From an optimization exercise on the open Yosys and OpenROAD flow, aimed at small area, a short achievable clock period and few clock cycles per item; shortcuts taken in it are not production practice. Only simulation tests tie the RTL to the original design; equivalence was not proved.

==> v26 <==
==> flow/design.v (excerpt) <==
module anc_top
(
    input  logic                clk,
    input  logic                rstn,
    input  logic                head_flag,
    input  anc_pkg::frame_in_t  frame,
    output anc_pkg::sample_t    dout,
    output logic                frame_done
);
    logic [10:0]       ph;
    logic              active;
    logic              wz;
    logic [6:0]        ubo, ubt, ubn;
    logic [6:0]        fbo, fbt, fbn;
    logic [13:0]       pa_n;
    logic [13:0]       pb_n;
    anc_pkg::sample_t  err_a;
    anc_pkg::sample_t  err_b;
    anc_sequencer i_sequencer (
        .clk        (clk),
        .rstn       (rstn),
        .head_flag  (head_flag),
        .ph         (ph),
        .active     (active),
        .wz         (wz),
        .frame_done (frame_done)
    );
    anc_ref_delay_line i_ref_delay_line (
        .clk       (clk),
        .rstn      (rstn),
        .noise_ref (frame.noise_ref),
  ...
clock: 13.0 ns
lec_check: 0
cap_margin: 20
core_margin: 2
core_utilization: 40
slew_margin: 20
run.sh (not shown) runs the stock make flow with config.mk's settings and CLKGATE_MAP_FILE= SYNTH_SCRIPT=/design/flow/synth_recipe.tcl, a recipe that flattens the netlist after the stock synthesis.
==> v8 (differences from v26) <==
--- a/flow/design.v
+++ b/flow/design.v
@@ -22,49 +22,55 @@
 `timescale 1ns/1ps
 module anc_sequencer
 (
     input  logic       clk,
     input  logic       rstn,
+    input  logic       srstn,      
     input  logic       head_flag,
     output logic [10:0] ph,       
     output logic       active,
     output logic       wz,
     output logic       frame_done
 );
     logic armed;
     logic capture;
     assign capture = ph[10] && head_flag && armed;
-    always_ff @(posedge clk or negedge rstn)
+    always_ff @(posedge clk)
     begin
-        if (!rstn)
+        if (!srstn)
         begin
-            ph         <= 11'd1 << 9;
-            armed      <= 1'b0;
+            ph         <= 11'd1 << 10;
+            armed      <= 1'b1;    
             active     <= 1'b0;
             wz         <= 1'b1;
-            frame_done <= 1'b0;
         end
         else
         begin
             ph <= {ph[9:0], ph[10]};
             if (!head_flag)
                 armed <= 1'b1;
             else if (capture)
                 armed <= 1'b0;
             if (ph[10])
                 active <= capture;
-            if (ph[8])
+            if (ph[9])
                 wz <= 1'b0;
-            frame_done <= active && ph[7];
         end
     end
+    always_ff @(posedge clk or negedge rstn)
+    begin
+        if (!rstn)
+            frame_done <= 1'b0;
+        else
+            frame_done <= srstn && active && ph[7];
+    end
 endmodule
 `timescale 1ns/1ps
 module anc_ref_delay_line
 (
     input  logic              clk,
-    input  logic              rstn,
+    input  logic              srstn,
     input  anc_pkg::sample_t  noise_ref,
     input  logic [10:0]       ph,
     input  logic              active,
     output logic [6:0]        ubo,
     output logic [6:0]        ubt,
@@ -96,31 +102,27 @@
     always_ff @(posedge clk)
     begin
         if (ph[10])
             nr_q <= noise_ref;
     end
-    always_ff @(posedge clk or negedge rstn)
+    always_ff @(posedge clk)
     begin
-        if (!rstn)
+        if (!srstn)
         begin
             for (int k = 0; k < 8; k++)
                 q[k] <= '0;
-            ubo <= '0;
-            ubt <= '0;
-            ubn <= '0;
-            fbo <= '0;
-            fbt <= '0;
-            fbn <= '0;
         end
-        else
+        else if (turn || shift)
+        begin
+            for (int k = 0; k < 7; k++)
+                q[k] <= q[k+1];
+            q[7] <= shift ? nr_q : q[0];
+        end
+    end
+    always_ff @(posedge clk)
+    begin
         begin
-            if (turn || shift)
-            begin
-                for (int k = 0; k < 7; k++)
-                    q[k] <= q[k+1];
-                q[7] <= shift ? nr_q : q[0];
-            end
             ubo <= qbo;
             ubt <= qbt;
             ubn <= qbn;
             if (ph[10])
             begin
@@ -1456,11 +1458,11 @@
     assign rb = {ft_395, ft_393, ft_391, ft_389, ft_387, ft_385, ft_383, ft_381, ft_379, ft_377, ft_375, ft_373, ft_371, ft_369, ft_367, ft_365, ft_363, ft_361, ft_359, ft_357, ft_355, ft_353, ft_351, ft_349, ft_347, ft_345, ft_343, ft_341, ft_339, ((bo[0] & w[0]) ^ bn[0])};
 endmodule
 module anc_channel
 (
     input  logic              clk,
-    input  logic              rstn,
+    input  logic              srstn,
     input  logic [13:0]       pn,        
     input  logic [10:0]       ph,
     input  logic              active,
     input  logic              wz,
     input  logic [6:0]        ubo,       
@@ -1504,13 +1506,13 @@
             s[k] <= s[k+1];
         s[8] <= tail;
         u_a  <= ut_a;
         u_b  <= ut_b;
     end
-    always_ff @(posedge clk or negedge rstn)
+    always_ff @(posedge clk)
     begin
-        if (!rstn)
+        if (!srstn)
             tail <= '0;
         else
             tail <= u_sum[43:14];
     end
     assign acc_a_in = ph[4] ? 30'd0 : acc_a;
@@ -1523,13 +1525,13 @@
         .bt    (fbt),
         .bn    (fbn),
         .ra    (ft_a),
         .rb    (ft_b)
     );
-    always_ff @(posedge clk or negedge rstn)
+    always_ff @(posedge clk)
     begin
-        if (!rstn)
+        if (!srstn)
         begin
             acc_a <= '0;
             acc_b <= '0;
         end
         else
@@ -1538,13 +1540,13 @@
             acc_b <= ft_b;
         end
     end
     assign e_sum    = acc_a + acc_b + {pn, 16'd0};
     assign err_next = ~e_sum[29:16];
-    always_ff @(posedge clk or negedge rstn)
+    always_ff @(posedge clk)
     begin
-        if (!rstn)
+        if (!srstn)
             err <= '0;
         else if (ph[1])
             err <= active ? err_next : '0;
     end
 endmodule
@@ -1556,31 +1558,40 @@
     input  logic                head_flag,
     input  anc_pkg::frame_in_t  frame,
     output anc_pkg::sample_t    dout,
     output logic                frame_done
 );
+    logic              srstn;
     logic [10:0]       ph;
     logic              active;
     logic              wz;
     logic [6:0]        ubo, ubt, ubn;
     logic [6:0]        fbo, fbt, fbn;
     logic [13:0]       pa_n;
     logic [13:0]       pb_n;
     anc_pkg::sample_t  err_a;
     anc_pkg::sample_t  err_b;
+    always_ff @(posedge clk or negedge rstn)
+    begin
+        if (!rstn)
+            srstn <= 1'b0;
+        else
+            srstn <= 1'b1;
+    end
     anc_sequencer i_sequencer (
         .clk        (clk),
         .rstn       (rstn),
+        .srstn      (srstn),
         .head_flag  (head_flag),
         .ph         (ph),
         .active     (active),
         .wz         (wz),
         .frame_done (frame_done)
     );
     anc_ref_delay_line i_ref_delay_line (
         .clk       (clk),
-        .rstn      (rstn),
+        .srstn     (srstn),
         .noise_ref (frame.noise_ref),
         .ph        (ph),
         .active    (active),
         .ubo       (ubo),
         .ubt       (ubt),
@@ -1597,11 +1608,11 @@
             pb_n <= ~frame.primary_b;
         end
     end
     anc_channel i_channel_a (
         .clk    (clk),
-        .rstn   (rstn),
+        .srstn  (srstn),
         .pn     (pa_n),
         .ph     (ph),
         .active (active),
         .wz     (wz),
         .ubo    (ubo),
@@ -1612,11 +1623,11 @@
         .fbn    (fbn),
         .err    (err_a)
     );
     anc_channel i_channel_b (
         .clk    (clk),
-        .rstn   (rstn),
+        .srstn  (srstn),
         .pn     (pb_n),
         .ph     (ph),
         .active (active),
         .wz     (wz),
         .ubo    (ubo),
==> flow_summary.json <==
{
  "p_sw_uw": 1510,
  "ys_top_cells_by_area": "dfxtp_1 24%, fa_1 17%, dfrtp_1 17%, xnor2_1 7.1%, a22oi_1 6.5%",
  "status": "timing/DRC/antenna clean",
  "postPlaceCellArea_um2": 60900,
  "wirelength_um": 150000,
  "yosys.area_share.simple": 0.0453,
  "multi_input_area_share": 0.463,
  "reg2reg_depth": 11,
  "whs_ns": 0.277
}
-- figures above: v26

==> flow_summary.json <==
{
  "status": "timing/DRC/antenna clean",
  "whs_ns": 0.310,
  "wirelength_um": 147000,
  "p_sw_uw": 3050,
  "ys_top_cells_by_area": "dfxtp_1 38%, fa_1 18%, xnor2_1 7.0%, a22oi_1 6.6%, ha_1 6.1%",
  "postPlaceCellArea_um2": 59800,
  "reg2reg_depth": 13,
  "yosys.area_share.simple": 0.0781,
  "multi_input_area_share": 0.483
}
-- figures above: v8

Testbench counts of v26, summed over its fixed seeds: cycles 35,192, frames 3,200.
Testbench counts of v8, summed over its fixed seeds: cycles 35,192, frames 3,200.

static timing again, ports no longer ideal:
Ports are ideal in the flow. The routed layouts listed here were re-timed in OpenROAD. Step 1 assumes that a clkbuf_16 drives the clock port and a buf_2 every other input. Step 2 times the ports against the registers' clock, not the clock port: input delays grow and output delays shrink by t, the midpoint of the rising clock arrivals with the driver on. Slacks: ideal / step 1 / step 2; pairs: ideal / step 1.
run | shift t [ns] | slack for setup (ns) | worst setup path at the end | worst slew at a driven data input, ns | pins driven straight from the clock port
v26 | 0.814 | 8.782 / 8.702 / 8.079 | input, reset recovery | 0.07 | 1
v8 | 0.834 | 8.536 / 8.511 / 8.536 | register to register | 0.19 | 1
After both steps every run listed still meets setup and hold. For v26, which loses most, drivers alone change the setup slack by -0.080 ns; drivers and shift together by -0.703 ns. Setup slack includes reset recovery checks.
